What follows belongs to an exercise in optimizing a design on an open flow for small area and a short achievable clock period; a production flow would make more cautious choices. Function was checked by simulation only, so behaviour that the tests miss may differ from the original. Power figures rest on the tool's default switching activity, not on a simulated workload.

===== design/flow/design.v =====
module pipe4stage (
  input  logic        clk1,
  input  logic        rst,
  input  logic [3:0]  rs1,
  input  logic [3:0]  rs2,
  input  logic [3:0]  rd,
  input  logic [3:0]  func,
  input  logic [7:0]  addr,
  input  logic        write,
  input  logic [7:0]  dbg_addr,
  output logic [15:0] zout,
  output logic [15:0] dbg_data
);
  logic [15:0][15:0]  rf_q;
  logic [255:0][15:0] mem_q;
  logic          v1_q;
  logic [73-1:0] r1_q;
  logic [3:0]    rd1_q;
  logic [7:0]    addr1_q;
  logic          v2_q;
  logic [15:0]   z2_q;
  logic [3:0]    rd2_q;
  logic [7:0]    addr2_q;
  logic          v3_q;
  logic [15:0]   z3_q;
  logic [7:0]    addr3_q;
  logic [73-1:0] s1_d;
  logic [15:0]   alu_d;
  logic [15:0]   rdw;
  p4_s1 u_s1 (.rf(rf_q), .rs1(rs1), .rs2(rs2), .func(func), .d(s1_d));
  p4_s2 u_s2 (.r(r1_q), .alu_d(alu_d));
  p4_mrd u_mrd (.mem(mem_q), .addr(dbg_addr), .rdw(rdw));
  always_ff @(posedge clk1) begin
    if (rst) begin
      for (int unsigned i = 0; i < 16; i++) rf_q[i] <= 16'(i);
      v1_q <= 1'b0;
      v2_q <= 1'b0;
      v3_q <= 1'b0;
      z2_q <= '0;
    end else begin
      v1_q <= write;
      v2_q <= v1_q;
      v3_q <= v2_q;
      if (v1_q) z2_q <= alu_d;
      if (v2_q) rf_q[rd2_q] <= z2_q;
    end
  end
  always_ff @(posedge clk1) begin
    r1_q    <= s1_d;
    rd1_q   <= rd;
    addr1_q <= addr;
    rd2_q   <= rd1_q;
    addr2_q <= addr1_q;
    z3_q    <= z2_q;
    addr3_q <= addr2_q;
  end
  logic        st_en;
  logic [15:0] dbg_q;
  assign st_en = !rst && v3_q;
  always_ff @(posedge clk1) begin
    for (int w = 0; w < 256; w++)
      if (st_en && addr3_q == 8'(w)) mem_q[w] <= z3_q;
  end
  always_ff @(posedge clk1) dbg_q <= rdw;
  assign zout     = z2_q;
  assign dbg_data = dbg_q;
endmodule
module p4_s1 (
  input  logic [15:0][15:0] rf,
  input  logic [3:0]        rs1,
  input  logic [3:0]        rs2,
  input  logic [3:0]        func,
  output logic [73-1:0]     d
);
  logic [15:0] a, b;
  assign a = rf[rs1];
  assign b = rf[rs2];
  logic        is_mul, is_add, is_sub;
  assign is_mul = (func == 4'd2);
  assign is_add = (func == 4'd0);
  assign is_sub = (func == 4'd1);
  logic [15:0] pp [8];
  always_comb begin
    logic        bl, neg, one, two;
    logic [15:0] m;
    for (int i = 0; i < 8; i++) pp[i] = '0;
    for (int i = 0; i < 8; i++) begin
      bl  = (i == 0) ? 1'b0 : b[2*i-1];
      neg = is_mul & b[2*i+1];
      one = is_mul & (b[2*i] ^ bl);
      two = is_mul & ((b[2*i+1] & ~b[2*i] & ~bl) | (~b[2*i+1] & b[2*i] & bl));
      m   = ({16{one}} & a) | ({16{two}} & {a[14:0], 1'b0});
      if (i < 7) begin
        pp[i]   = pp[i] | ((m ^ {16{neg}}) << (2*i));
        pp[i+1] = pp[i+1] | (16'(neg) << (2*i));
      end else begin
        pp[i][14] = m[0];
        pp[i][15] = m[1] ^ (neg & m[0]);
      end
    end
  end
  logic [3:0]  tt;
  logic        sh_r, sh_l;
  always_comb begin
    tt   = 4'b0000;
    sh_r = 1'b0;
    sh_l = 1'b0;
    case (func)
      4'd0, 4'd1, 4'd3: tt = 4'b1100;    
      4'd4:    tt = 4'b1010;             
      4'd5:    tt = 4'b1000;             
      4'd6:    tt = 4'b1110;             
      4'd7:    tt = 4'b0110;             
      4'd8:    tt = 4'b0011;             
      4'd9:    tt = 4'b0101;             
      4'd10:   sh_r = 1'b1;              
      4'd11:   sh_l = 1'b1;              
      default: ;
    endcase
  end
  logic [15:0] lres, opb;
  always_comb begin
    for (int j = 0; j < 16; j++) begin
      lres[j] = tt[{a[j], b[j]}] | (sh_r & (j < 15 ? a[(j+1)%16] : 1'b0))
                                 | (sh_l & (j > 0 ? a[(j+15)%16] : 1'b0));
      opb[j]  = b[j] ? is_add : is_sub;
    end
  end
  logic [15:0] row0, row1, row2, row3, row4, row5, row6, row7;
  assign row0 = pp[0] | lres;
  assign row1 = pp[1] | opb;
  assign row2 = pp[2] | {15'b0, is_sub};
  assign row3 = pp[3];
  assign row4 = pp[4];
  assign row5 = pp[5];
  assign row6 = pp[6];
  assign row7 = pp[7];
  logic s1n1;
  logic s1n2;
  logic s1n3;
  logic s1n4;
  logic s1n5;
  logic s1n6;
  logic s1n7;
  logic s1n8;
  logic s1n9;
  logic s1n10;
  logic s1n11;
  logic s1n12;
  logic s1n13;
  logic s1n14;
  logic s1n15;
  logic s1n16;
  logic s1n17;
  logic s1n18;
  p4_xor2 u_s1n1 (.a(row0[10]), .b(row1[10]), .y(s1n1));
  assign s1n2 = row0[10] & row1[10];
  p4_xor2 u_s1n3 (.a(row0[11]), .b(row1[11]), .y(s1n3));
  assign s1n4 = row0[11] & row1[11];
  p4_xor3 u_s1n5 (.a(row0[12]), .b(row1[12]), .c(row2[12]), .y(s1n5));
  p4_maj3 u_s1n6 (.a(row0[12]), .b(row1[12]), .c(row2[12]), .y(s1n6));
  p4_xor2 u_s1n7 (.a(row3[12]), .b(row4[12]), .y(s1n7));
  assign s1n8 = row3[12] & row4[12];
  p4_xor3 u_s1n9 (.a(row0[13]), .b(row1[13]), .c(row2[13]), .y(s1n9));
  p4_maj3 u_s1n10 (.a(row0[13]), .b(row1[13]), .c(row2[13]), .y(s1n10));
  p4_xor2 u_s1n11 (.a(row3[13]), .b(row4[13]), .y(s1n11));
  assign s1n12 = row3[13] & row4[13];
  p4_xor3 u_s1n13 (.a(row0[14]), .b(row1[14]), .c(row2[14]), .y(s1n13));
  p4_maj3 u_s1n14 (.a(row0[14]), .b(row1[14]), .c(row2[14]), .y(s1n14));
  p4_xor3 u_s1n15 (.a(row3[14]), .b(row4[14]), .c(row5[14]), .y(s1n15));
  p4_maj3 u_s1n16 (.a(row3[14]), .b(row4[14]), .c(row5[14]), .y(s1n16));
  p4_xor3 u_s1n17 (.a(row0[15]), .b(row1[15]), .c(row2[15]), .y(s1n17));
  p4_xor3 u_s1n18 (.a(row3[15]), .b(row4[15]), .c(row5[15]), .y(s1n18));
  assign d[0] = row0[0];
  assign d[1] = row1[0];
  assign d[2] = row2[0];
  assign d[3] = row0[1];
  assign d[4] = row1[1];
  assign d[5] = row0[2];
  assign d[6] = row1[2];
  assign d[7] = row2[2];
  assign d[8] = row0[3];
  assign d[9] = row1[3];
  assign d[10] = row0[4];
  assign d[11] = row1[4];
  assign d[12] = row2[4];
  assign d[13] = row3[4];
  assign d[14] = row0[5];
  assign d[15] = row1[5];
  assign d[16] = row2[5];
  assign d[17] = row0[6];
  assign d[18] = row1[6];
  assign d[19] = row2[6];
  assign d[20] = row3[6];
  assign d[21] = row4[6];
  assign d[22] = row0[7];
  assign d[23] = row1[7];
  assign d[24] = row2[7];
  assign d[25] = row3[7];
  assign d[26] = row0[8];
  assign d[27] = row1[8];
  assign d[28] = row2[8];
  assign d[29] = row3[8];
  assign d[30] = row4[8];
  assign d[31] = row5[8];
  assign d[32] = row0[9];
  assign d[33] = row1[9];
  assign d[34] = row2[9];
  assign d[35] = row3[9];
  assign d[36] = row4[9];
  assign d[37] = s1n1;
  assign d[38] = row2[10];
  assign d[39] = row3[10];
  assign d[40] = row4[10];
  assign d[41] = row5[10];
  assign d[42] = row6[10];
  assign d[43] = s1n2;
  assign d[44] = s1n3;
  assign d[45] = row2[11];
  assign d[46] = row3[11];
  assign d[47] = row4[11];
  assign d[48] = row5[11];
  assign d[49] = s1n4;
  assign d[50] = s1n5;
  assign d[51] = s1n7;
  assign d[52] = row5[12];
  assign d[53] = row6[12];
  assign d[54] = row7[12];
  assign d[55] = s1n6;
  assign d[56] = s1n8;
  assign d[57] = s1n9;
  assign d[58] = s1n11;
  assign d[59] = row5[13];
  assign d[60] = row6[13];
  assign d[61] = s1n10;
  assign d[62] = s1n12;
  assign d[63] = s1n13;
  assign d[64] = s1n15;
  assign d[65] = row6[14];
  assign d[66] = row7[14];
  assign d[67] = s1n14;
  assign d[68] = s1n16;
  assign d[69] = s1n17;
  assign d[70] = s1n18;
  assign d[71] = row6[15];
  assign d[72] = row7[15];
endmodule
module p4_s2 (
  input  logic [73-1:0] r,
  output logic [15:0]   alu_d
);
  logic s2n1;
  logic s2n2;
  logic s2n3;
  logic s2n4;
  logic s2n5;
  logic s2n6;
  logic s2n7;
  logic s2n8;
  logic s2n9;
  logic s2n10;
  logic s2n11;
  logic s2n12;
  logic s2n13;
  logic s2n14;
  logic s2n15;
  logic s2n16;
  logic s2n17;
  logic s2n18;
  logic s2n19;
  logic s2n20;
  logic s2n21;
  logic s2n22;
  logic s2n23;
  logic s2n24;
  logic s2n25;
  logic s2n26;
  logic s2n27;
  logic s2n28;
  logic s2n29;
  logic s2n30;
  logic s2n31;
  logic s2n32;
  logic s2n33;
  logic s2n34;
  logic s2n35;
  logic s2n36;
  logic s2n37;
  logic s2n38;
  logic s2n39;
  logic s2n40;
  logic s2n41;
  logic s2n42;
  logic s2n43;
  logic s2n44;
  logic s2n45;
  logic s2n46;
  logic s2n47;
  logic s2n48;
  logic s2n49;
  logic s2n50;
  logic s2n51;
  logic s2n52;
  logic s2n53;
  logic s2n54;
  logic s2n55;
  logic s2n56;
  logic s2n57;
  logic s2n58;
  logic s2n59;
  logic s2n60;
  logic s2n61;
  logic s2n62;
  logic s2n63;
  logic s2n64;
  logic s2n65;
  logic s2n66;
  logic s2n67;
  logic s2n68;
  logic s2n69;
  logic s2n70;
  logic s2n71;
  logic s2n72;
  logic s2n73;
  logic s2n74;
  logic s2n75;
  logic s2n76;
  logic s2n77;
  logic s2n78;
  logic s2n79;
  logic s2n80;
  logic s2n81;
  logic s2n82;
  logic s2n83;
  logic s2n84;
  logic s2n85;
  logic s2n86;
  logic s2n87;
  logic s2n88;
  p4_xor2 u_s2n1 (.a(r[17]), .b(r[18]), .y(s2n1));
  assign s2n2 = r[17] & r[18];
  p4_xor2 u_s2n3 (.a(r[22]), .b(r[23]), .y(s2n3));
  assign s2n4 = r[22] & r[23];
  p4_xor3 u_s2n5 (.a(r[26]), .b(r[27]), .c(r[28]), .y(s2n5));
  p4_maj3 u_s2n6 (.a(r[26]), .b(r[27]), .c(r[28]), .y(s2n6));
  p4_xor2 u_s2n7 (.a(r[29]), .b(r[30]), .y(s2n7));
  assign s2n8 = r[29] & r[30];
  p4_xor3 u_s2n9 (.a(r[32]), .b(r[33]), .c(r[34]), .y(s2n9));
  p4_maj3 u_s2n10 (.a(r[32]), .b(r[33]), .c(r[34]), .y(s2n10));
  p4_xor2 u_s2n11 (.a(r[35]), .b(r[36]), .y(s2n11));
  assign s2n12 = r[35] & r[36];
  p4_xor3 u_s2n13 (.a(r[37]), .b(r[38]), .c(r[39]), .y(s2n13));
  p4_maj3 u_s2n14 (.a(r[37]), .b(r[38]), .c(r[39]), .y(s2n14));
  p4_xor3 u_s2n15 (.a(r[40]), .b(r[41]), .c(r[42]), .y(s2n15));
  p4_maj3 u_s2n16 (.a(r[40]), .b(r[41]), .c(r[42]), .y(s2n16));
  p4_xor3 u_s2n17 (.a(r[43]), .b(r[44]), .c(r[45]), .y(s2n17));
  p4_maj3 u_s2n18 (.a(r[43]), .b(r[44]), .c(r[45]), .y(s2n18));
  p4_xor3 u_s2n19 (.a(r[46]), .b(r[47]), .c(r[48]), .y(s2n19));
  p4_maj3 u_s2n20 (.a(r[46]), .b(r[47]), .c(r[48]), .y(s2n20));
  p4_xor3 u_s2n21 (.a(r[49]), .b(r[50]), .c(r[51]), .y(s2n21));
  p4_maj3 u_s2n22 (.a(r[49]), .b(r[50]), .c(r[51]), .y(s2n22));
  p4_xor3 u_s2n23 (.a(r[52]), .b(r[53]), .c(r[54]), .y(s2n23));
  p4_maj3 u_s2n24 (.a(r[52]), .b(r[53]), .c(r[54]), .y(s2n24));
  p4_xor3 u_s2n25 (.a(r[55]), .b(r[56]), .c(r[57]), .y(s2n25));
  p4_maj3 u_s2n26 (.a(r[55]), .b(r[56]), .c(r[57]), .y(s2n26));
  p4_xor3 u_s2n27 (.a(r[58]), .b(r[59]), .c(r[60]), .y(s2n27));
  p4_maj3 u_s2n28 (.a(r[58]), .b(r[59]), .c(r[60]), .y(s2n28));
  p4_xor3 u_s2n29 (.a(r[61]), .b(r[62]), .c(r[63]), .y(s2n29));
  p4_maj3 u_s2n30 (.a(r[61]), .b(r[62]), .c(r[63]), .y(s2n30));
  p4_xor3 u_s2n31 (.a(r[64]), .b(r[65]), .c(r[66]), .y(s2n31));
  p4_maj3 u_s2n32 (.a(r[64]), .b(r[65]), .c(r[66]), .y(s2n32));
  p4_xor3 u_s2n33 (.a(r[67]), .b(r[68]), .c(r[69]), .y(s2n33));
  p4_xor3 u_s2n34 (.a(r[70]), .b(r[71]), .c(r[72]), .y(s2n34));
  p4_xor2 u_s2n35 (.a(r[10]), .b(r[11]), .y(s2n35));
  assign s2n36 = r[10] & r[11];
  p4_xor2 u_s2n37 (.a(r[14]), .b(r[15]), .y(s2n37));
  assign s2n38 = r[14] & r[15];
  p4_xor3 u_s2n39 (.a(s2n1), .b(r[19]), .c(r[20]), .y(s2n39));
  p4_maj3 u_s2n40 (.a(s2n1), .b(r[19]), .c(r[20]), .y(s2n40));
  p4_xor3 u_s2n41 (.a(s2n2), .b(s2n3), .c(r[24]), .y(s2n41));
  p4_maj3 u_s2n42 (.a(s2n2), .b(s2n3), .c(r[24]), .y(s2n42));
  p4_xor3 u_s2n43 (.a(s2n4), .b(s2n5), .c(s2n7), .y(s2n43));
  p4_maj3 u_s2n44 (.a(s2n4), .b(s2n5), .c(s2n7), .y(s2n44));
  p4_xor3 u_s2n45 (.a(s2n6), .b(s2n8), .c(s2n9), .y(s2n45));
  p4_maj3 u_s2n46 (.a(s2n6), .b(s2n8), .c(s2n9), .y(s2n46));
  p4_xor3 u_s2n47 (.a(s2n10), .b(s2n12), .c(s2n13), .y(s2n47));
  p4_maj3 u_s2n48 (.a(s2n10), .b(s2n12), .c(s2n13), .y(s2n48));
  p4_xor3 u_s2n49 (.a(s2n14), .b(s2n16), .c(s2n17), .y(s2n49));
  p4_maj3 u_s2n50 (.a(s2n14), .b(s2n16), .c(s2n17), .y(s2n50));
  p4_xor3 u_s2n51 (.a(s2n18), .b(s2n20), .c(s2n21), .y(s2n51));
  p4_maj3 u_s2n52 (.a(s2n18), .b(s2n20), .c(s2n21), .y(s2n52));
  p4_xor3 u_s2n53 (.a(s2n22), .b(s2n24), .c(s2n25), .y(s2n53));
  p4_maj3 u_s2n54 (.a(s2n22), .b(s2n24), .c(s2n25), .y(s2n54));
  p4_xor3 u_s2n55 (.a(s2n26), .b(s2n28), .c(s2n29), .y(s2n55));
  p4_maj3 u_s2n56 (.a(s2n26), .b(s2n28), .c(s2n29), .y(s2n56));
  p4_xor3 u_s2n57 (.a(s2n30), .b(s2n32), .c(s2n33), .y(s2n57));
  p4_xor2 u_s2n58 (.a(r[0]), .b(r[1]), .y(s2n58));
  assign s2n59 = r[0] & r[1];
  p4_xor2 u_s2n60 (.a(r[3]), .b(r[4]), .y(s2n60));
  assign s2n61 = r[3] & r[4];
  p4_xor3 u_s2n62 (.a(r[5]), .b(r[6]), .c(r[7]), .y(s2n62));
  p4_maj3 u_s2n63 (.a(r[5]), .b(r[6]), .c(r[7]), .y(s2n63));
  p4_xor2 u_s2n64 (.a(r[8]), .b(r[9]), .y(s2n64));
  assign s2n65 = r[8] & r[9];
  p4_xor3 u_s2n66 (.a(s2n35), .b(r[12]), .c(r[13]), .y(s2n66));
  p4_maj3 u_s2n67 (.a(s2n35), .b(r[12]), .c(r[13]), .y(s2n67));
  p4_xor3 u_s2n68 (.a(s2n36), .b(s2n37), .c(r[16]), .y(s2n68));
  p4_maj3 u_s2n69 (.a(s2n36), .b(s2n37), .c(r[16]), .y(s2n69));
  p4_xor3 u_s2n70 (.a(s2n38), .b(s2n39), .c(r[21]), .y(s2n70));
  p4_maj3 u_s2n71 (.a(s2n38), .b(s2n39), .c(r[21]), .y(s2n71));
  p4_xor3 u_s2n72 (.a(s2n40), .b(s2n41), .c(r[25]), .y(s2n72));
  p4_maj3 u_s2n73 (.a(s2n40), .b(s2n41), .c(r[25]), .y(s2n73));
  p4_xor3 u_s2n74 (.a(s2n42), .b(s2n43), .c(r[31]), .y(s2n74));
  p4_maj3 u_s2n75 (.a(s2n42), .b(s2n43), .c(r[31]), .y(s2n75));
  p4_xor3 u_s2n76 (.a(s2n44), .b(s2n45), .c(s2n11), .y(s2n76));
  p4_maj3 u_s2n77 (.a(s2n44), .b(s2n45), .c(s2n11), .y(s2n77));
  p4_xor3 u_s2n78 (.a(s2n46), .b(s2n47), .c(s2n15), .y(s2n78));
  p4_maj3 u_s2n79 (.a(s2n46), .b(s2n47), .c(s2n15), .y(s2n79));
  p4_xor3 u_s2n80 (.a(s2n48), .b(s2n49), .c(s2n19), .y(s2n80));
  p4_maj3 u_s2n81 (.a(s2n48), .b(s2n49), .c(s2n19), .y(s2n81));
  p4_xor3 u_s2n82 (.a(s2n50), .b(s2n51), .c(s2n23), .y(s2n82));
  p4_maj3 u_s2n83 (.a(s2n50), .b(s2n51), .c(s2n23), .y(s2n83));
  p4_xor3 u_s2n84 (.a(s2n52), .b(s2n53), .c(s2n27), .y(s2n84));
  p4_maj3 u_s2n85 (.a(s2n52), .b(s2n53), .c(s2n27), .y(s2n85));
  p4_xor3 u_s2n86 (.a(s2n54), .b(s2n55), .c(s2n31), .y(s2n86));
  p4_maj3 u_s2n87 (.a(s2n54), .b(s2n55), .c(s2n31), .y(s2n87));
  p4_xor3 u_s2n88 (.a(s2n56), .b(s2n57), .c(s2n34), .y(s2n88));
  logic [15:0] x, y;
  assign x = {s2n87, s2n85, s2n83, s2n81, s2n79, s2n77, s2n75, s2n73, s2n71, s2n69, s2n67, s2n65, s2n63, s2n61, s2n59, s2n58};
  assign y = {s2n88, s2n86, s2n84, s2n82, s2n80, s2n78, s2n76, s2n74, s2n72, s2n70, s2n68, s2n66, s2n64, s2n62, s2n60, r[2]};
  always_comb begin
    logic [15:0] g, p;
    g = x & y;
    p = x ^ y;
    for (int k = 1; k < 16; k = k * 2) begin
      g = g | (p & (g << k));
      p = p & ((p << k) | 16'((1 << k) - 1));
    end
    alu_d = (x ^ y) ^ {g[14:0], 1'b0};
  end
endmodule
module p4_xor3 (input logic a, input logic b, input logic c, output logic y);
  assign y = a ^ b ^ c;
endmodule
module p4_maj3 (input logic a, input logic b, input logic c, output logic y);
  assign y = (a & b) | (a & c) | (b & c);
endmodule
module p4_xor2 (input logic a, input logic b, output logic y);
  assign y = a ^ b;
endmodule
module p4_mrd (
  input  logic [255:0][15:0] mem,
  input  logic [7:0]         addr,
  output logic [15:0]        rdw
);
  logic [15:0] lo, hi;
  always_comb begin
    for (int i = 0; i < 16; i++) begin
      lo[i] = (addr[3:0] == 4'(i));
      hi[i] = (addr[7:4] == 4'(i));
    end
  end
  logic [15:0][15:0] grp;
  for (genvar g = 0; g < 16; g++) begin : g_grp
    p4_sel16 u_grp (.d(mem[16*g +: 16]), .sel(lo), .y(grp[g]));
  end
  p4_sel16 u_fin (.d(grp), .sel(hi), .y(rdw));
endmodule
module p4_sel16 (
  input  logic [15:0][15:0] d,
  input  logic [15:0]       sel,
  output logic [15:0]       y
);
  always_comb begin
    y = '0;
    for (int i = 0; i < 16; i++) y = y | (d[i] & {16{sel[i]}});
  end
endmodule

===== design/flow/run.sh =====
#!/bin/bash
# synth_recipe.tcl (not shown) runs the flow's synth.tcl, then flattens the netlist and writes it again
# the make line also repeats each setting of config.mk as NAME=value (left out here)
make -C /OpenROAD-flow-scripts/flow DESIGN_CONFIG=/design/flow/config.mk WORK_HOME=/design/flow/orfs CLKGATE_MAP_FILE= SYNTH_SCRIPT=/design/flow/synth_recipe.tcl finish

===== design/flow/constraint.sdc =====
create_clock -name core_clock -period 5.8 [get_ports {clk1}]
set_input_delay 1.1600 -clock core_clock [delete_from_list [all_inputs] [get_ports {clk1}]]
set_output_delay 1.1600 -clock core_clock [all_outputs]
set_load 0.01 [all_outputs]

===== design/flow/config.mk =====
export PLATFORM = sky130hd
export DESIGN_NAME = pipe4stage
export DESIGN_NICKNAME = pipe4stage
export VERILOG_FILES = /design/flow/design.v
export SDC_FILE = /design/flow/constraint.sdc
export NUM_CORES = 4
export LEC_CHECK = 0
export CAP_MARGIN = 40
export CORE_MARGIN = 2
export CORE_UTILIZATION = 50
export CTS_CLUSTER_DIAMETER = 80
export CTS_CLUSTER_SIZE = 24
export SETUP_SLACK_MARGIN = 3.0
export SLEW_MARGIN = 40
export SYNTH_HIERARCHICAL = 1

==> results.yml, run 1 <==
timing:
  slew_violations: 0
  rsz0062_at_grt: "yes"
  slew-limit-headroom_pct: 38.2
  tns_ps: 0
  finalHoldViolations: 0
  fin_skew_ps: 93.6
  holdWs_ps: 329
  min_period_over_period_pct: 53.8
  fmaxAchievable_mhz: 320
  fin_crit_ps: 3120
  tightest_slew_ps: 927
  setup_violations: 0
routing:
  ant_nets: 0
  vias: 103000
  routed_wirelength_mm: 558
  avgViaCountPerCell: 6.91
  drt_pass1_iterations: 7
  drt-initial-drc-count: 15700
  drc: 0
  wl_per_cell_um: 37.6
die:
  row_count: 215
  die_h_um: 592
  core_area_sq_um: 344000
  boundaryPins: 67
  start_util_pct: 50.3
  dieArea_sq_um: 350000
  die_x_um: 592
setup_path:
  path_class: "in -> reg"
  end_kind: "flip-flop"
  reg2regPathDepth: 9
  cp.required_ps: 6620
  worstPathCellList: "buf_16 > buf_12 > buf_16 > mux4_2 > mux4_2 > buf_6 > nand2b_4 > o22ai_4 > a32oi_2 > xnor2_2 > buf_4 > maj3_2"
  critPathTopFamily: "multiplexers"
  cpPeakStageDelay_ps: 590
  path_buf_inv: 5
  slowest_stage: "mux4_2"
  r2r_start: "rf_q[113]"
  cp.arrival_ps: 3940
  cp_max_fo: 5
  reg2reg_to: "r1_q[50]"
  reg2reg_slack_ps: 2740
  setup.worst_path.start_class: "primary input"
  setup.worst_path.start: "rs2[0]"
placed_design:
  place_area_sq_um: 181000
  gp_congestion: 0.893
  hpwl_mm: 317
  io_buffers: 66
logic_synthesis:
  synth.most_common_cell: "edfxtp_1"
  ys.flop_type: "edfxtp_1"
  seq_area_frac_synth_pct: 76.0
  syn_area_per_cell_sq_um: 17.9
  synth_top_cells_by_area: "edfxtp_1 71%, a22o_1 5.5%, a221oi_1 5.5%"
  yosysTopAreaCell: "edfxtp_1"
  synth_area_sq_um: 173000
  yosys_warnings: 12
  syn-num-nets: 9716
  synthTopCellsByCount: "4,096 x edfxtp_1, 1,089 x a22o_1, 1,085 x a221oi_1, 437 x nor2_1, 412 x dfxtp_1"
  async_reset_ff_share_pct: 0
  yosys_register_bits: 4508
  synth_edf_count: 4096
  synth_cell_type_count: 97
  synthCells: 9663
  synth_top_cell_area_share_pct: 71.2
clock_network:
  clock_latency_ps: 1000
  cts.clk_slew.worst_paths_ps: 90
  cts_tree: "done"
  clockRootBuffer: "clkbuf_16"
  cts_made_buffers: 219
  cts_max_level: 4
  clock_path_buffers: 4
  clock-sinks: 4508
global_routing:
  grt_antenna_before_repair: 32
  grtUsageTotal_pct: 30.6
  grt_max_degree: 193
  grt_overflow: 0
  first_global_vias: 96200
  grt_pass1_wl_mm: 756
worst_hold_path:
  whs_endpoint: "addr3_q[0]"
  hp-start: "addr2_q[0]"
  whs_path_depth: 0
  worst_hold_path_type: "reg -> reg"
run_status:
  status: "complete, no violations"
cells_and_area:
  fin_nets: 10200
  syn_to_final_growth_pct: 15.7
  num-fill-cells: 25100
  fin_area_sq_um: 200000
  layout-drive-gt1-share_pct: 24.5
  regArea_sq_um: 131000
  multiInputGateArea_sq_um: 41900
  final_util_pct: 58.2
power_and_ir_drop:
  peakVddDrop_mv: 0.279
  p_per_area_nw_per_um2: 285
  leakagePower_uw: 0.0639
job:
  maxCapViolations: 0
-- per-module statistics from Yosys (local to each module, per instance) --
module,flip-flops and latches,cell area (sq um)
pipe4stage,4508,137000
p4_s1,0,7620
p4_sel16,0,1480
p4_s2,0,857
p4_mrd,0,453
p4_xor3,0,23.8
p4_maj3,0,11.3
p4_xor2,0,8.76
-- metrics by stage --
stage,cells,power (uW),worst slack (ps)
floorplan,9663,38000,1940
global placement,13900,39400,-154
detailed placement,13900,39500,-19.0
CTS,14700,56900,2760
global route,14800,58300,2640
finish,14800,57000,2680
-- state kept, by name (all words and copies together), names as in the netlist --
signal,flops
addr1_q,8
dbg_q,16
v1_q,1
rd1_q,4
rf_q,256
v2_q,1
r1_q,73
z3_q,16
v3_q,1
mem_q,4096
addr2_q,8
addr3_q,8
z2_q,16
rd2_q,4
-- layout make-up --
| type | instances | share of cell area (%) |
|---|---|---|
| Multi-Input combinational cell | 4235 | 21.0 |
| Timing Repair Buffer | 1089 | 6.98 |
| Sequential cell | 4508 | 65.8 |
| Clock inverter | 38 | 0.222 |
| Clock buffer | 317 | 3.00 |
| Antenna cell | 7 | 0.00877 |
| Tap cell | 4557 | 2.85 |
| Inverter | 95 | 0.195 |
-- layer usage --
layer	global-route usage [%]	vias up	wire length, um
met1	43.8	54000	218000
met3	5.59	885	63100
li1	-	41400	-
met2	47.5	6202	256000
met4	10.1	16	21500
met5	0	-	126
-- kinds of logic (layout without fill, tap and decap cells) --
group / Yosys count / count (layout) / share of synthesized area [%]
simple gates: 1148 / 1155 / 3.34
buf+inv: 930 / 1539 / 3.54
flops: 4508 / 4508 / 76.0
xor+xnor: 117 / 117 / 0.976
fa+ha+maj: 60 / 60 / 0.406
compound gates: 2588 / 2588 / 12.8
other cells: 0 / 7 / 0
mux: 312 / 315 / 2.93
-- layout by cell type (no fill, tap or decap), types with 29 or more instances in the layout --
master,netlist,final
inv_1,94,86
clkbuf_16,0,246
a221oi_2,17,281
clkbuf_1,278,90
nor2_4,0,243
nand3_1,42,29
nand2_1,218,179
a21oi_1,87,61
buf_6,247,100
nand4_1,278,278
xnor2_1,47,39
dfxtp_4,0,36
buf_4,89,559
buf_12,0,255
nor2_1,437,173
xor3_1,43,40
a221oi_1,1085,759
buf_16,0,67
a221oi_4,0,62
a22o_1,1089,1051
dfxtp_1,412,352
edfxtp_1,4096,4096
a22oi_1,51,38
o32ai_1,53,53
o21ai_0,55,32
mux2i_1,156,152
mux4_2,154,154
maj3_2,38,42
-- worst max path at each step --
stage                     cells after the start         to  slack (ps)
after global routing                         11   z2_q[15]        2640
after global placement                       11   dbg_q[5]        -150
after floorplan                              13   r1_q[64]        1940
after CTS                                    10   dbg_q[5]        2760
after detailed placement                     10  dbg_q[15]         -20
final                                        12   r1_q[61]        2680
-- repair_timing --
item,4_1_cts,5_1_grt
endpoints found under the setup margin,3112,1202
cloned,44,23
hold buffers,0,0
resized for setup,874,292
buffers inserted,331,152
pin swaps,325,242
-- power breakdown --
group | internal, uW | switching, uW
clock network | 7400 | 10200
logic | 1220 | 2460
registers | 35500 | 199
total | 44100 | 12900
==> run 2, diff against run 1 <==
--- a/design/flow/design.v
+++ b/design/flow/design.v
@@ -26,10 +26,10 @@
   logic [7:0]    addr3_q;
   logic [73-1:0] s1_d;
   logic [15:0]   alu_d;
-  logic [15:0]   rdw;
+  logic [15:0]   rdw_a, rdw_b;
   p4_s1 u_s1 (.rf(rf_q), .rs1(rs1), .rs2(rs2), .func(func), .d(s1_d));
   p4_s2 u_s2 (.r(r1_q), .alu_d(alu_d));
-  p4_mrd u_mrd (.mem(mem_q), .addr(dbg_addr), .rdw(rdw));
+  p4_mrd u_mrd (.mem(mem_q), .addr(dbg_addr), .rdw_a(rdw_a), .rdw_b(rdw_b));
   always_ff @(posedge clk1) begin
     if (rst) begin
       for (int unsigned i = 0; i < 16; i++) rf_q[i] <= 16'(i);
@@ -55,15 +55,18 @@
     addr3_q <= addr2_q;
   end
   logic        st_en;
-  logic [15:0] dbg_q;
+  logic [15:0] dbg_a_q, dbg_b_q;
   assign st_en = !rst && v3_q;
   always_ff @(posedge clk1) begin
     for (int w = 0; w < 256; w++)
       if (st_en && addr3_q == 8'(w)) mem_q[w] <= z3_q;
   end
-  always_ff @(posedge clk1) dbg_q <= rdw;
+  always_ff @(posedge clk1) begin
+    dbg_a_q <= rdw_a;
+    dbg_b_q <= rdw_b;
+  end
   assign zout     = z2_q;
-  assign dbg_data = dbg_q;
+  assign dbg_data = dbg_a_q | dbg_b_q;
 endmodule
 module p4_s1 (
   input  logic [15:0][15:0] rf,
@@ -451,7 +454,8 @@
 module p4_mrd (
   input  logic [255:0][15:0] mem,
   input  logic [7:0]         addr,
-  output logic [15:0]        rdw
+  output logic [15:0]        rdw_a,
+  output logic [15:0]        rdw_b
 );
   logic [15:0] lo, hi;
   always_comb begin
@@ -464,7 +468,18 @@
   for (genvar g = 0; g < 16; g++) begin : g_grp
     p4_sel16 u_grp (.d(mem[16*g +: 16]), .sel(lo), .y(grp[g]));
   end
-  p4_sel16 u_fin (.d(grp), .sel(hi), .y(rdw));
+  p4_sel8 u_fin_a (.d(grp[7:0]), .sel(hi[7:0]), .y(rdw_a));
+  p4_sel8 u_fin_b (.d(grp[15:8]), .sel(hi[15:8]), .y(rdw_b));
+endmodule
+module p4_sel8 (
+  input  logic [7:0][15:0] d,
+  input  logic [7:0]       sel,
+  output logic [15:0]      y
+);
+  always_comb begin
+    y = '0;
+    for (int i = 0; i < 8; i++) y = y | (d[i] & {16{sel[i]}});
+  end
 endmodule
 module p4_sel16 (
   input  logic [15:0][15:0] d,
==> run 2 against run 1 <==
  * Final area fell by 2.5%
  * Register-to-register slack worse by 40 ps
  * Critical path type is now reg -> reg
  * Core utilization shrank 1.8 points
  * Die area increased by 0.25%
  * Largest power group unchanged
  * Largest cell class unchanged
  * Still clean
  * Worst hold slack got worse by 10 ps
  * Critical endpoint is now z2_q[13]
  * Highest routed layer unchanged
  * Wire length shrank 4.7%
  * Final cell count fell by 0.83%
  * Global-route usage is 1.1 points lower
==> results.yml, run 2 <==
logic_synthesis:
  synth_cell_type_count: 101
  yosysTopAreaCell: "edfxtp_1"
  synth_top_cell_area_share_pct: 71.0
  ys.flop_type: "edfxtp_1"
  synth.most_common_cell: "edfxtp_1"
  syn-num-nets: 9712
  synth_area_sq_um: 173000
  yosys_register_bits: 4524
  seq_area_frac_synth_pct: 76.0
  synth_top_cells_by_area: "edfxtp_1 71%, a22o_1 5.3%, a221oi_1 5.2%"
  synthTopCellsByCount: "4,096 x edfxtp_1, 1,047 x a22o_1, 1,022 x a221oi_1, 442 x nor2_1, 428 x dfxtp_1"
  synth_edf_count: 4096
  async_reset_ff_share_pct: 0
  synthCells: 9659
  yosys_warnings: 13
  syn_area_per_cell_sq_um: 17.9
clock_network:
  cts.clk_slew.worst_paths_ps: 90
  postCtsHoldBufs: 0
  cts_tree: "done"
  clock_latency_ps: 980
  cts_made_buffers: 218
  clockRootBuffer: "clkbuf_16"
  clock_path_buffers: 4
  cts_max_level: 4
  clock-sinks: 4524
timing:
  fin_skew_ps: 45.1
  tns_ps: 0
  rsz0062_at_grt: "yes"
  holdWs_ps: 319
  slew-limit-headroom_pct: 38.7
  slew_violations: 0
  fin_crit_ps: 3100
  min_period_over_period_pct: 53.5
  fmaxAchievable_mhz: 322
  tightest_slew_ps: 919
  setup_violations: 0
  finalHoldViolations: 0
worst_hold_path:
  whs_endpoint: "rd2_q[2]"
  worst_hold_path_type: "reg -> reg"
  whs_path_depth: 0
  hp-start: "rd1_q[2]"
die:
  boundaryPins: 67
  start_util_pct: 50.1
  die_h_um: 592
  die_x_um: 592
  core_area_sq_um: 345000
  row_count: 216
  dieArea_sq_um: 351000
routing:
  vias: 100000
  avgViaCountPerCell: 6.82
  drc: 0
  ant_nets: 0
  drt-initial-drc-count: 14100
  routed_wirelength_mm: 532
  wl_per_cell_um: 36.1
  drt_pass1_iterations: 9
power_and_ir_drop:
  peakVddDrop_mv: 0.301
  leakagePower_uw: 0.0620
  switching_share_pct: 22.3
  p_int_uw: 44100
  pwr-share-clk_pct: 31.0
  p_switching_uw: 12700
  total_power_uw: 56800
  p_per_area_nw_per_um2: 292
  seqPwrFrac_pct: 63.1
  comb_power_share_pct: 5.9
cells_and_area:
  fin_nets: 10000
  largest_reg_flops: 4096
  multiInputGateArea_sq_um: 40000
  syn_to_final_growth_pct: 12.5
  regArea_sq_um: 132000
  reg_top3: "mem_q x4096, rf_q x256, r1_q x73"
  final_cell_mix: "4,096 x edfxtp_1, 1,047 x a22o_1, 933 x a221oi_1, 519 x buf_4, 354 x dfxtp_1"
  fin_area_sq_um: 195000
  top_register: "mem_q"
  layout-drive-gt1-share_pct: 21.8
  num-fill-cells: 26100
  final_common_cell: "edfxtp_1"
setup_path:
  reg2reg_to: "z2_q[13]"
  reg2reg_slack_ps: 2700
  cp.required_ps: 6680
  cp.arrival_ps: 3980
  reg2regPathDepth: 12
  cp_max_fo: 5
  end_kind: "flip-flop"
  r2r_start: "r1_q[33]"
  setup.worst_path.start_class: "flip-flop"
  path_class: "reg -> reg"
global_routing:
  grtUsageTotal_pct: 29.4
  grt_antenna_before_repair: 25
  grt_overflow: 0
  first_global_vias: 95100
  grt_max_degree: 181
  grt_pass1_wl_mm: 734
placed_design:
  io_buffers: 66
  gp_congestion: 0.863
  hpwl_mm: 311
  place_area_sq_um: 181000
run_status:
  status: "complete, no violations"
job:
  maxCapViolations: 0
## run 2: changes by cell type in the layout (fill, tap and decap cells not counted), sizes merged, moves of 16 or more
cell    before   now
clkbuf     338   365
a221oi    1102  1038
buf       1029   860
nand3       42    58
a22o      1089  1047
dfxtp      412   428
a22oi       53   152
inv        105    62
o32ai       53    18
or3b        16     0
a31o        14    61
or2          3    20
## run 2: area by class of cell
cell class	instances	share of cell area [%]
flip-flops and latches	4524	67.6
multi-input cells	4270	20.5
repair buffers	899	5.44
clock buffers	355	3.16
well taps	4578	2.94
clock inverters	29	0.166
inverters	52	0.114
diodes	16	0.0206
## run 2: worst max-delay path, stage by stage (launching register included)
cell,delay [ps]
dfxtp_2,330
buf_4,120
maj3_2,320
xor3_1,390
xor3_1,420
ha_4,340
nand2_1,100
nor2_4,170
o2111ai_4,190
and2_4,210
o311ai_2,260
mux2i_1,110
nor2_1,80
## run 2: per-layer routing
metal	vias up	wire length [um]	GRT usage [%]
met2	5577	248000	46.5
li1	41000	-	-
met5	-	110	0
met1	53000	210000	41.7
met4	16	22300	10.1
met3	894	51700	4.88
## run 2: kinds of logic (layout without fill, tap and decap cells)
logic type	count (synthesis)	count (layout)	synth area share, %
other	0	16	0
adders and majority gates	60	60	0.405
and+or+nand+nor	1178	1183	3.43
xor gates and xnor gates	117	117	0.973
DFF	4524	4524	76.0
buffers and inverters	873	1335	3.49
muxes	317	320	2.95
AOI/OAI and AO/OA	2590	2590	12.8
## run 2: how the worst max path moves through the flow
stage                  end  slack (ps)  cells after the start   startpoint
6_report          z2_q[13]        2700                     12     r1_q[33]
5_1_grt           z2_q[13]        2570                     11     r1_q[26]
4_1_cts           z2_q[13]        2670                     11     r1_q[28]
3_5_place_dp   dbg_b_q[15]         560                      9  dbg_addr[3]
3_3_place_gp   dbg_a_q[14]         340                      8  dbg_addr[0]
2_1_floorplan     r1_q[64]        1940                     13       rs2[0]
## run 2: power by group through the flow
stage,clock (uW),combinational [uW],sequential (uW)
after global routing,18800,3430,35900
after detailed placement,0,2930,36600
final,17600,3340,35800
after floorplan,0,1440,36700
after CTS,17800,3150,35900
after global placement,0,2840,36600
## run 2: metrics by stage
stage,setup WS [ps],util [%],instances
after global placement,341,52.1,13900
after floorplan,1940,-,9659
final,2700,56.4,14700
after global routing,2570,56.4,14700
after CTS,2670,55.6,14600
after detailed placement,564,52.3,13900
## run 2: timing repair
item	4_1_cts	5_1_grt
endpoints found under the setup margin	4207	734
pin swaps	182	145
resized for setup	585	226
gates cloned	19	12
setup buffers	246	102
## run 2: modules after synthesis (local to each module, per instance), excerpt
| module | area (sq um) | cells inside | flip-flops and latches |
|---|---|---|---|
| p4_xor3 | 23.8 | 1 | 0 |
| p4_maj3 | 11.3 | 1 | 0 |
| p4_s1 | 7620 | 816 | 0 |
| p4_xor2 | 8.76 | 1 | 0 |
| pipe4stage | 138000 | 5580 | 4524 |
| p4_sel16 | 1480 | 176 | 0 |
==> run 3, diff against run 2 <==
--- a/design/flow/config.mk
+++ b/design/flow/config.mk
@@ -7,7 +7,7 @@
 export LEC_CHECK = 0
 export CAP_MARGIN = 40
 export CORE_MARGIN = 2
-export CORE_UTILIZATION = 50
+export CORE_UTILIZATION = 60
 export CTS_CLUSTER_DIAMETER = 80
 export CTS_CLUSTER_SIZE = 24
 export SETUP_SLACK_MARGIN = 3.0
==> run 3 against run 2 <==
  * Still clean
  * Register-to-register slack improved by 70 ps
  * Setup slack got worse by 84 ps
  * Final area rose by 1.0%
  * Global-route usage rose by 7.1 points
  * Die area fell by 17%
  * Combinational power rose by 6.9%
  * Clock power barely moved
  * Non-clock buffer count rose by 158
  * Worst hold slack improved by 0.91 ps
  * Flip-flop and latch count did not move
  * Sequential power barely moved
  * Critical endpoint is now r1_q[50]
  * Largest cell class unchanged
==> results.yml, run 3 <==
timing:
  setup_violations: 0
  fin_skew_ps: 77.2
  holdWs_ps: 320
  fin_crit_ps: 3190
  slew-limit-headroom_pct: 37.5
  tns_ps: 0
  finalHoldViolations: 0
  rsz0062_at_grt: "yes"
  tightest_slew_ps: 937
  slew_violations: 0
  min_period_over_period_pct: 54.9
  fmaxAchievable_mhz: 314
  setup_ws_ps: 2610
setup_path:
  cp_max_fo: 5
  cp.required_ps: 6600
  reg2reg_slack_ps: 2770
  reg2regPathDepth: 10
  path_buf_inv: 4
  end_kind: "flip-flop"
  cpPeakStageDelay_ps: 630
  setup.worst_path.start_class: "primary input"
  path_class: "in -> reg"
  critPathTopFamily: "multiplexers"
  worstPathCellList: "buf_16 > buf_12 > mux4_2 > mux4_2 > a21o_1 > a21oi_4 > buf_6 > buf_6 > nand3_4 > o31ai_4 > o21ai_2 > xor3_1"
  slowest_stage: "mux4_2"
  reg2reg_to: "r1_q[50]"
  r2r_start: "rf_q[177]"
  cp.arrival_ps: 3980
worst_hold_path:
  whs_path_depth: 0
  whs_endpoint: "addr3_q[0]"
  worst_hold_path_type: "reg -> reg"
  hp-start: "addr2_q[0]"
clock_network:
  clock_path_buffers: 4
  cts_max_level: 4
  clock-sinks: 4524
  clockRootBuffer: "clkbuf_16"
  clock_latency_ps: 980
  cts.clk_slew.worst_paths_ps: 90
  postCtsHoldBufs: 0
  cts_made_buffers: 217
  cts_tree: "done"
routing:
  wl_per_cell_um: 39.3
  vias: 103000
  routed_wirelength_mm: 554
  ant_nets: 0
  drt_pass1_iterations: 7
  avgViaCountPerCell: 7.29
  drt-initial-drc-count: 15800
  drc: 0
placed_design:
  place_area_sq_um: 180000
  post-place-ws_ps: 483
  gp_congestion: 0.911
  io_buffers: 66
  hpwl_mm: 317
power_and_ir_drop:
  leakagePower_uw: 0.0635
  peakVddDrop_mv: 0.247
  p_per_area_nw_per_um2: 289
  total_power_uw: 56900
global_routing:
  grt_antenna_before_repair: 24
  grtUsageTotal_pct: 36.6
  grt_max_degree: 187
  grt_overflow: 0
  first_global_vias: 95500
  grt_pass1_wl_mm: 752
cells_and_area:
  top_register: "mem_q"
  reg_top3: "mem_q x4096, rf_q x256, r1_q x73"
  largest_reg_flops: 4096
  fin_nets: 10200
  fin_area_sq_um: 197000
  syn_to_final_growth_pct: 13.6
  final_cell_mix: "4,096 x edfxtp_1, 1,042 x a22o_1, 803 x a221oi_1, 616 x buf_4, 357 x dfxtp_1"
  final_common_cell: "edfxtp_1"
  layout-drive-gt1-share_pct: 24.5
logic_synthesis:
  synthCells: 9659
  yosys_warnings: 13
  synth_cell_type_count: 101
  syn-num-nets: 9712
  synth_edf_count: 4096
  syn_area_per_cell_sq_um: 17.9
  synth_area_sq_um: 173000
  seq_area_frac_synth_pct: 76.0
  yosysTopAreaCell: "edfxtp_1"
  synth_top_cell_area_share_pct: 71.0
  ys.flop_type: "edfxtp_1"
  synth_top_cells_by_area: "edfxtp_1 71%, a22o_1 5.3%, a221oi_1 5.2%"
  yosys_register_bits: 4524
  async_reset_ff_share_pct: 0
  synth.most_common_cell: "edfxtp_1"
  synthTopCellsByCount: "4,096 x edfxtp_1, 1,047 x a22o_1, 1,022 x a221oi_1, 442 x nor2_1, 428 x dfxtp_1"
run_status:
  status: "complete, no violations"
die:
  boundaryPins: 67
  start_util_pct: 60.2
  core_area_sq_um: 288000
  dieArea_sq_um: 293000
  die_h_um: 541
  row_count: 197
  die_x_um: 541
job:
  maxCapViolations: 0
-- run 3: cell counts after synthesis --
No cell type changed its count.
-- run 3: worst max path at each step --
| stage | from | to | depth (start not counted) |
|---|---|---|---|
| after detailed placement | dbg_addr[3] | dbg_b_q[3] | 9 |
| after CTS | z2_q[11] | zout[11] | 1 |
| after floorplan | rs2[0] | r1_q[64] | 13 |
| after global routing | rs2[0] | r1_q[50] | 10 |
| final | rs2[0] | r1_q[50] | 12 |
| after global placement | dbg_addr[3] | dbg_b_q[9] | 9 |
-- run 3: final cells by class --
type / instances / area, sq um
timing repair buffer: 1057 / 12600
inverter: 52 / 224
clock inverter: 32 / 319
sequential: 4524 / 132000
antenna: 17 / 42.5
fill: 18600 / 90900
multi-input combinational: 4268 / 41000
tap: 3781 / 4730
clock buffer: 354 / 6110
-- run 3: logic make-up (layout without fill, tap and decap cells) --
| family | Yosys count | count (layout) | synth area share, % |
|---|---|---|---|
| and+or+nand+nor | 1178 | 1184 | 3.43 |
| muxes | 317 | 317 | 2.95 |
| AOI/OAI and AO/OA | 2590 | 2590 | 12.8 |
| buffers and inverters | 873 | 1495 | 3.49 |
| DFF | 4524 | 4524 | 76.0 |
| xor gates and xnor gates | 117 | 117 | 0.973 |
| adders and majority gates | 60 | 60 | 0.405 |
| other | 0 | 17 | 0 |
-- run 3: stage by stage --
step                instances  utilization, %
global placement        13200            62.3
finish                  14100            68.4
CTS                     13900            67.1
floorplan                9659               -
global route            14100            68.4
detailed placement      13200            62.5
-- run 3: per-module statistics from Yosys (local to each module, per instance) --
module / cell area (sq um) / copies in the design / cells / flip-flops and latches
pipe4stage: 138000 / 1 / 5580 / 4524
p4_s1: 7620 / 1 / 816 / 0
p4_sel16: 1480 / 16 / 176 / 0
p4_s2: 857 / 1 / 122 / 0
p4_sel8: 758 / 2 / 96 / 0
p4_mrd: 453 / 1 / 40 / 0
p4_xor3: 23.8 / 43 / 1 / 0
p4_maj3: 11.3 / 37 / 1 / 0
p4_xor2: 8.76 / 13 / 1 / 0
-- run 3: power breakdown --
group / internal, uW / switching [uW]
Combinational: 1180 / 2390
Sequential: 35600 / 229
Clock: 7390 / 10100
Total: 44200 / 12800
-- run 3: per-layer routing --
layer  global-route usage, %  up-vias  wire length [um]  part of all wire (%)
met4                    13.6       14             24200                   4.4
met5                       0        -               310                 0.056
met2                    54.6     6622            249000                    45
met3                    8.15      967             67700                    12
met1                    53.2    53800            212000                    38
li1                        -    41300                 -                     -
-- run 3: what timing repair did --
item,CTS,global route
gates cloned,30,20
gates resized for setup,743,307
endpoints found under the setup margin,4383,542
setup buffers,316,123
pin swaps,237,230
==> run 4, diff against run 3 <==
--- a/design/flow/config.mk
+++ b/design/flow/config.mk
@@ -7,9 +7,10 @@
 export LEC_CHECK = 0
 export CAP_MARGIN = 40
 export CORE_MARGIN = 2
-export CORE_UTILIZATION = 60
+export CORE_UTILIZATION = 50
 export CTS_CLUSTER_DIAMETER = 80
 export CTS_CLUSTER_SIZE = 24
-export SETUP_SLACK_MARGIN = 3.0
+export SETUP_SLACK_MARGIN = 2.85
 export SLEW_MARGIN = 40
 export SYNTH_HIERARCHICAL = 1
+export TNS_END_PERCENT = 20
==> run 4 against run 3 <==
  * Combinational power fell by 7.0%
  * Non-clock buffer count fell by 61
  * Register-to-register slack got worse by 50 ps
  * Sequential share of layout area rose by 1.7 points
  * Via count fell by 1.8%
  * Count of clock-buffer cells in the layout fell by 30
==> results.yml, run 4 <==
run_status:
  status: "complete, no violations"
setup_path:
  cpPeakStageDelay_ps: 580
  worstPathCellList: "buf_16 > nor4b_4 > buf_12 > buf_4 > buf_4 > a22o_1 > a221oi_2 > nand4_1 > a22oi_2 > nand4_1"
  setup.worst_path.start_class: "primary input"
  path_class: "in -> reg"
  critPathTopFamily: "compound AO/OA/AOI/OAI gates"
  slowest_stage: "a22oi_2"
  cp_max_fo: 29
  cp.required_ps: 6640
  end_kind: "flip-flop"
  path_buf_inv: 4
  cp.arrival_ps: 3980
logic_synthesis:
  synth_top_cells_by_area: "edfxtp_1 71%, a22o_1 5.3%, a221oi_1 5.2%"
  synthCells: 9659
  seq_area_frac_synth_pct: 76.0
  syn_area_per_cell_sq_um: 17.9
  yosys_register_bits: 4524
  yosys_warnings: 13
  synth_edf_count: 4096
  synth.most_common_cell: "edfxtp_1"
  synth_top_cell_area_share_pct: 71.0
  ys.flop_type: "edfxtp_1"
  synth_area_sq_um: 173000
  async_reset_ff_share_pct: 0
  synth_cell_type_count: 101
  syn-num-nets: 9712
  yosysTopAreaCell: "edfxtp_1"
  synthTopCellsByCount: "4,096 x edfxtp_1, 1,047 x a22o_1, 1,022 x a221oi_1, 442 x nor2_1, 428 x dfxtp_1"
timing:
  setup_violations: 0
  holdWs_ps: 328
  tns_ps: 0
  fin_skew_ps: 81.5
  fin_crit_ps: 3140
  slew_violations: 0
  fmaxAchievable_mhz: 318
  tightest_slew_ps: 1070
  slew-limit-headroom_pct: 29.0
  finalHoldViolations: 0
  min_period_over_period_pct: 54.2
  setup_ws_ps: 2660
  rsz0062_at_grt: "yes"
die:
  die_h_um: 592
  boundaryPins: 67
  dieArea_sq_um: 351000
  die_x_um: 592
  start_util_pct: 50.1
  core_area_sq_um: 345000
  row_count: 216
routing:
  drt-initial-drc-count: 15600
  drc: 0
  vias: 101000
  ant_nets: 0
  drt_pass1_iterations: 10
  routed_wirelength_mm: 536
  wl_per_cell_um: 36.1
  avgViaCountPerCell: 6.81
cells_and_area:
  layout-drive-gt1-share_pct: 18.9
  final_util_pct: 55.5
  syn_to_final_growth_pct: 10.8
  regArea_sq_um: 132000
  num-fill-cells: 26400
  largest_reg_flops: 4096
  final_common_cell: "edfxtp_1"
  fin_nets: 10100
  multiInputGateArea_sq_um: 37500
  reg_top3: "mem_q x4096, rf_q x256, r1_q x73"
  final_cell_mix: "4,096 x edfxtp_1, 1,046 x a22o_1, 954 x a221oi_1, 749 x buf_4, 417 x nor2_1"
  top_register: "mem_q"
placed_design:
  hpwl_mm: 324
  gp_congestion: 0.911
  io_buffers: 66
  post-place-ws_ps: 425
clock_network:
  clock_path_buffers: 4
  cts_tree: "done"
  cts_made_buffers: 224
  clock-sinks: 4524
  cts_max_level: 4
  postCtsHoldBufs: 0
  clockRootBuffer: "clkbuf_16"
  clock_latency_ps: 1010
  cts.clk_slew.worst_paths_ps: 90
global_routing:
  use_met3_pct: 5.06
  grt_antenna_before_repair: 28
  first_global_vias: 95000
  grt_use_met1_pct: 43.2
  grt_overflow: 0
  grt_pass1_wl_mm: 746
  busiest_layer: "met2"
  use_met2_pct: 46.0
  grt_max_degree: 150
  grtUsageTotal_pct: 29.9
power_and_ir_drop:
  leakagePower_uw: 0.0620
  peakVddDrop_mv: 0.276
  p_per_area_nw_per_um2: 298
worst_hold_path:
  worst_hold_path_type: "reg -> reg"
job:
  maxCapViolations: 0
[run 4: worst paths after layout]
path / slack [ps] / end / depth (start not counted) / start
max reg2reg: 2720 / r1_q[69] / 10 / rf_q[177]
max: 2660 / dbg_b_q[10] / 10 / dbg_addr[0]
min: 330 / addr2_q[6] / 0 / addr1_q[6]
min reg2reg: 330 / addr2_q[6] / 0 / addr1_q[6]
[run 4: cell type report]
type                       count  area share [%]
timing repair inverter         1         0.00261
clock buffer                 324            3.17
antenna                       32          0.0417
tap                         4578            2.99
inverter                      52           0.110
clock inverter                41           0.295
sequential                  4524            68.7
timing repair buffer         996            5.15
multi-input combinational   4270            19.6
[run 4: power by group]
group	total (uW)	switching, uW	internal (uW)
clock network	18000	10400	7520
logic	3320	2260	1060
registers	35800	219	35600
total	57100	12900	44200
[run 4: what timing repair did]
action | 4_1_cts | 5_1_grt
resized for setup | 487 | 137
endpoints found under the hold margin | 0 | 0
setup endpoints to repair | 1338 | 1382
gates cloned | 27 | 6
pin swaps | 78 | 71
buffers inserted | 106 | 47
[run 4: routing by layer]
layer | wire (um) | vias up | part of all wire [%]
li1 | - | 41200 | -
met5 | 101 | - | 0.019
met4 | 21600 | 14 | 4.0
met2 | 246000 | 5993 | 46
met1 | 211000 | 52900 | 39
met3 | 56300 | 790 | 11
[run 4: through the flow]
step | cells | instance area, sq um | total power [uW]
floorplan | 9659 | 173000 | 38100
global placement | 14200 | 180000 | 39500
detailed placement | 14200 | 181000 | 39600
CTS | 14700 | 190000 | 57200
global route | 14800 | 192000 | 58400
finish | 14800 | 192000 | 57100
[run 4: worst reg2reg max path, cell delays in order, from the launching register on]
cell      delay [ps]
dfxtp_4          370
mux4_2           440
mux4_2           590
buf_6            170
a21o_1           160
a21oi_2          170
buf_6            190
nand2_2           90
o2111a_1         160
a21oi_2          120
xor3_1           440
[run 4: kinds of logic (layout without fill, tap and decap cells)]
| kind of cell | Yosys count | in the layout | synth area share, % |
|---|---|---|---|
| flip-flops | 4524 | 4524 | 76.0 |
| AO/OA/AOI/OAI | 2590 | 2590 | 12.8 |
| AND/OR/NAND/NOR | 1178 | 1186 | 3.43 |
| buffers and inverters | 873 | 1414 | 3.49 |
| multiplexers | 317 | 317 | 2.95 |
| XOR/XNOR | 117 | 117 | 0.973 |
| adder cells (fa/ha/maj) | 60 | 60 | 0.405 |
| other | 0 | 32 | 0 |
[run 4: per-module statistics from Yosys, one instance, submodules excluded, a selection]
module / area, sq um / times used / cells / flops+latches
pipe4stage: 138000 / 1 / 5580 / 4524
p4_sel16: 1480 / 16 / 176 / 0
p4_s2: 857 / 1 / 122 / 0
p4_sel8: 758 / 2 / 96 / 0
p4_xor3: 23.8 / 43 / 1 / 0
p4_maj3: 11.3 / 37 / 1 / 0
p4_xor2: 8.76 / 13 / 1 / 0
==> run 5, diff against run 4 <==
--- a/design/flow/design.v
+++ b/design/flow/design.v
@@ -36,15 +36,18 @@
       v1_q <= 1'b0;
       v2_q <= 1'b0;
       v3_q <= 1'b0;
-      z2_q <= '0;
     end else begin
       v1_q <= write;
       v2_q <= v1_q;
       v3_q <= v2_q;
-      if (v1_q) z2_q <= alu_d;
       if (v2_q) rf_q[rd2_q] <= z2_q;
     end
   end
+  logic        z2_en;
+  logic [15:0] z2_d;
+  assign z2_en = v1_q | rst;
+  assign z2_d  = alu_d & {16{~rst}};
+  always_ff @(posedge clk1) if (z2_en) z2_q <= z2_d;
   always_ff @(posedge clk1) begin
     r1_q    <= s1_d;
     rd1_q   <= rd;
@@ -76,8 +79,8 @@
   output logic [73-1:0]     d
 );
   logic [15:0] a, b;
-  assign a = rf[rs1];
-  assign b = rf[rs2];
+  p4_rfrd u_rda (.rf(rf), .rs(rs1), .q(a));
+  p4_rfrd u_rdb (.rf(rf), .rs(rs2), .q(b));
   logic        is_mul, is_add, is_sub;
   assign is_mul = (func == 4'd2);
   assign is_add = (func == 4'd0);
@@ -431,16 +434,57 @@
   logic [15:0] x, y;
   assign x = {s2n87, s2n85, s2n83, s2n81, s2n79, s2n77, s2n75, s2n73, s2n71, s2n69, s2n67, s2n65, s2n63, s2n61, s2n59, s2n58};
   assign y = {s2n88, s2n86, s2n84, s2n82, s2n80, s2n78, s2n76, s2n74, s2n72, s2n70, s2n68, s2n66, s2n64, s2n62, s2n60, r[2]};
-  always_comb begin
-    logic [15:0] g, p;
-    g = x & y;
-    p = x ^ y;
-    for (int k = 1; k < 16; k = k * 2) begin
-      g = g | (p & (g << k));
-      p = p & ((p << k) | 16'((1 << k) - 1));
+  logic [15:0] p0;
+  logic [4:0][15:0] gl, pl;    
+  for (genvar i = 0; i < 16; i++) begin : g_pg
+    p4_xor2 u_p (.a(x[i]), .b(y[i]), .y(p0[i]));
+    assign gl[0][i] = x[i] & y[i];
+    assign pl[0][i] = p0[i];
+  end
+  for (genvar k = 1; k <= 4; k++) begin : g_lvl
+    localparam int D = 1 << (k - 1);
+    for (genvar i = 0; i < 16; i++) begin : g_bit
+      if (i >= D) begin : g_node
+        if (k % 2 == 1) begin : g_inv
+          p4_pfx_n u_n (.g(gl[k-1][i]), .p(pl[k-1][i]), .gi(gl[k-1][i-D]), .pi(pl[k-1][i-D]),
+                        .go(gl[k][i]), .po(pl[k][i]));
+        end else begin : g_true
+          p4_pfx_t u_n (.g(gl[k-1][i]), .p(pl[k-1][i]), .gi(gl[k-1][i-D]), .pi(pl[k-1][i-D]),
+                        .go(gl[k][i]), .po(pl[k][i]));
+        end
+      end else begin : g_pass
+        assign gl[k][i] = ~gl[k-1][i];
+        assign pl[k][i] = ~pl[k-1][i];
+      end
     end
-    alu_d = (x ^ y) ^ {g[14:0], 1'b0};
   end
+  for (genvar i = 0; i < 16; i++) begin : g_sum
+    if (i == 0) begin : g_lsb
+      assign alu_d[i] = p0[i];
+    end else begin : g_rest
+      p4_xor2 u_s (.a(p0[i]), .b(gl[4][i-1]), .y(alu_d[i]));
+    end
+  end
+endmodule
+module p4_rfrd (
+  input  logic [15:0][15:0] rf,
+  input  logic [3:0]        rs,
+  output logic [15:0]       q
+);
+  always_comb begin
+    q = '0;
+    for (int i = 0; i < 16; i++) q = q | (rf[i] & {16{rs == 4'(i)}});
+  end
+endmodule
+module p4_pfx_n (input logic g, input logic p, input logic gi, input logic pi,
+                 output logic go, output logic po);
+  assign go = ~(g | (p & gi));
+  assign po = ~(p & pi);
+endmodule
+module p4_pfx_t (input logic g, input logic p, input logic gi, input logic pi,
+                 output logic go, output logic po);
+  assign go = ~(g & (p | gi));
+  assign po = ~(p | pi);
 endmodule
 module p4_xor3 (input logic a, input logic b, input logic c, output logic y);
   assign y = a ^ b ^ c;
--- a/design/flow/config.mk
+++ b/design/flow/config.mk
@@ -10,7 +10,6 @@
 export CORE_UTILIZATION = 50
 export CTS_CLUSTER_DIAMETER = 80
 export CTS_CLUSTER_SIZE = 24
-export SETUP_SLACK_MARGIN = 2.85
+export SETUP_SLACK_MARGIN = 3.0
 export SLEW_MARGIN = 40
 export SYNTH_HIERARCHICAL = 1
-export TNS_END_PERCENT = 20
==> run 5 against run 4 <==
  * Via count is 6.7% higher
  * Fmax barely moved
  * Combinational power is 88% higher
  * Critical path depth increased by 4
  * Setup slack better by 2.1 ps
  * Core utilization rose by 2.6 points
  * Non-clock buffer count is 109 higher
  * Wire length is 7.9% higher
==> results.yml, run 5 <==
job:
  maxCapViolations: 0
setup_path:
  cp.required_ps: 6630
  end_kind: "flip-flop"
  cpPeakStageDelay_ps: 470
  cp_max_fo: 7
  cp.arrival_ps: 3970
  slowest_stage: "xor3_1"
  setup.worst_path.start: "rs2[0]"
  r2r_start: "r1_q[45]"
  setup.worst_path.start_class: "primary input"
  crit_top_cell: "buf_12"
  path_class: "in -> reg"
  worstPathCellList: "buf_12 > buf_6 > and2_4 > buf_12 > buf_16 > buf_12 > a32oi_4 > a21oi_2 > a211o_4 > or2_4 > o21ai_0 > o21ai_0 > a21oi_1 > xor3_1"
timing:
  slew-limit-headroom_pct: 33.9
  finalHoldViolations: 0
  rsz0062_at_grt: "yes"
  fmaxAchievable_mhz: 318
  tightest_slew_ps: 991
  slew_violations: 0
  fin_crit_ps: 3140
  setup_ws_ps: 2660
  setup_violations: 0
  min_period_over_period_pct: 54.2
  tns_ps: 0
  fin_skew_ps: 99.9
routing:
  drt_pass1_iterations: 8
  vias: 108000
  avgViaCountPerCell: 7.00
  ant_nets: 0
  routed_wirelength_mm: 578
  drt-initial-drc-count: 16700
  drc: 0
  wl_per_cell_um: 37.6
power_and_ir_drop:
  pwr-share-clk_pct: 29.1
  p_int_uw: 46200
  comb_power_share_pct: 10.2
  leakagePower_uw: 0.0640
  seqPwrFrac_pct: 60.7
  switching_share_pct: 24.6
  p_per_area_nw_per_um2: 302
  p_switching_uw: 15100
  peakVddDrop_mv: 0.272
cells_and_area:
  largest_reg_flops: 4096
  fin_area_sq_um: 203000
  syn_to_final_growth_pct: 15.8
  num-fill-cells: 25800
  fin_nets: 10700
  final_cell_mix: "4,112 x edfxtp_1, 1,050 x a22o_1, 699 x a221oi_1, 552 x buf_4, 362 x a221oi_2"
  final_util_pct: 58.1
  top_register: "mem_q"
  layout-drive-gt1-share_pct: 25.0
  reg_top3: "mem_q x4096, rf_q x256, r1_q x73"
  final_common_cell: "edfxtp_1"
die:
  dieArea_sq_um: 355000
  die_x_um: 596
  start_util_pct: 50.2
  row_count: 217
  core_area_sq_um: 349000
  boundaryPins: 67
  die_h_um: 596
clock_network:
  clock-sinks: 4524
  clock_latency_ps: 1010
  clock_path_buffers: 4
  cts.clk_slew.worst_paths_ps: 90
  cts_made_buffers: 221
  clockRootBuffer: "clkbuf_16"
  cts_max_level: 4
  cts_tree: "done"
  postCtsHoldBufs: 0
global_routing:
  grt_use_met1_pct: 43.6
  grt_overflow: 0
  grtUsageTotal_pct: 30.9
  busiest_layer: "met2"
  first_global_vias: 100000
  use_met3_pct: 6.24
  grt_max_degree: 190
  grt_antenna_before_repair: 26
  grt_pass1_wl_mm: 782
  use_met2_pct: 47.7
worst_hold_path:
  worst_hold_path_type: "reg -> reg"
  hp-start: "addr2_q[7]"
logic_synthesis:
  syn-num-nets: 10300
  synth_area_sq_um: 175000
  synthCells: 10200
  yosys_warnings: 13
  syn_area_per_cell_sq_um: 17.1
placed_design:
  place_area_sq_um: 182000
  io_buffers: 66
  gp_congestion: 0.999
  hpwl_mm: 331
  post-place-ws_ps: 335
run_status:
  status: "complete, no violations"
-- run 5: changes by cell type in the layout (fill, tap and decap cells not counted), sizes merged, moves of 67 or more --
cell,previous run,this run
buf,941,1045
mux2i,161,94
a22oi,152,253
mux4,154,0
a21oi,91,200
o21ai,58,131
-- run 5: worst paths after layout --
path,endpoint,slack (ps),depth (start not counted)
max,r1_q[57],2660,14
min reg2reg,addr3_q[7],330,0
min,addr3_q[7],330,0
max reg2reg,z2_q[14],2710,10
-- run 5: final cells by class --
cell class / instances / area [sq um] / area share, %
well taps: 4599 / 5750 / 2.84
flip-flops and latches: 4524 / 132000 / 65.1
diodes: 12 / 30.0 / 0.0148
clock buffers: 328 / 6070 / 2.99
multi-input cells: 4740 / 43900 / 21.7
repair buffers: 1105 / 14400 / 7.12
inverters: 27 / 126 / 0.0623
clock inverters: 33 / 448 / 0.221
-- run 5: metal layers --
layer / share of wire, % / routed length [um] / vias up
met3: 11 / 66100 / 1035
met1: 39 / 223000 / 56300
met2: 45 / 262000 / 6831
li1: - / - / 43500
met5: 0.011 / 63 / -
met4: 4.6 / 26800 / 8
-- run 5: power by group through the flow --
stage / clock network [uW] / registers [uW] / logic [uW]
6_report: 17800 / 37200 / 6240
3_3_place_gp: 0 / 38000 / 4870
3_5_place_dp: 0 / 37900 / 5100
5_1_grt: 19000 / 37200 / 6420
2_1_floorplan: 0 / 38400 / 2160
4_1_cts: 17900 / 37200 / 5700
-- run 5: critical path: cells and delay by family --
family                 cells  cell delay (ps)
AND/OR/NAND/NOR            2              480
AO/OA/AOI/OAI              6             1210
buffers and inverters      5              630
XOR/XNOR                   1              470
-- run 5: through the flow --
step                      std cells  total power, uW  hold WS (ps)
after floorplan               10200            40600           310
after global placement        14400            42800           318
after detailed placement      14500            43000           312
after CTS                     15200            60800           332
after global routing          15400            62600           342
final                         15400            61300           332
-- run 5: what timing repair did --
action	4_1_cts	5_1_grt
endpoints found under the setup margin	4309	755
resized for setup	972	496
cloned	42	30
pin swaps	356	336
setup buffers	308	138

-- re-timing with driven ports --
How much do the figures lean on ideal ports? The routed layouts below were timed once more, with nothing changed but the port constraints.
Step 1: set_driving_cell puts a clkbuf_16 on clk1 and a buf_2 on each other input, an assumption about the parent block.
Step 2 also shifts input and output timing later by t, the mid clock arrival at the registers, as if the neighbouring blocks saw the same clock.
Slacks: ideal / step 1 / step 2; pairs: ideal / step 1.
| run | shift t [ns] | setup slack, ns | hold WS [ns] | clock arrival spread, ns | slew at the worst register clock pin (ns) |
|---|---|---|---|---|---|
| run 1 | 1.065 | 2.679 / 2.492 / 1.428 | 0.329 / 0.329 / 0.329 | 0.105 / 0.105 | 0.11 / 0.11 |
| run 2 | 1.061 | 2.698 / 2.538 / 1.477 | 0.319 / 0.319 / 0.319 | 0.046 / 0.046 | 0.11 / 0.11 |
| run 3 | 1.046 | 2.614 / 2.419 / 1.373 | 0.320 / 0.320 / 0.320 | 0.087 / 0.087 | 0.10 / 0.10 |
| run 4 | 1.075 | 2.657 / 2.433 / 1.359 | 0.328 / 0.328 / 0.328 | 0.085 / 0.085 | 0.10 / 0.10 |
| run 5 | 1.076 | 2.659 / 2.628 / 1.552 | 0.332 / 0.332 / 0.332 | 0.102 / 0.102 | 0.10 / 0.10 |
After both steps setup and hold are still met in every run listed. The setup slack of run 4, which loses most, moves by -0.224 ns with the drivers and by -1.298 ns with both steps.
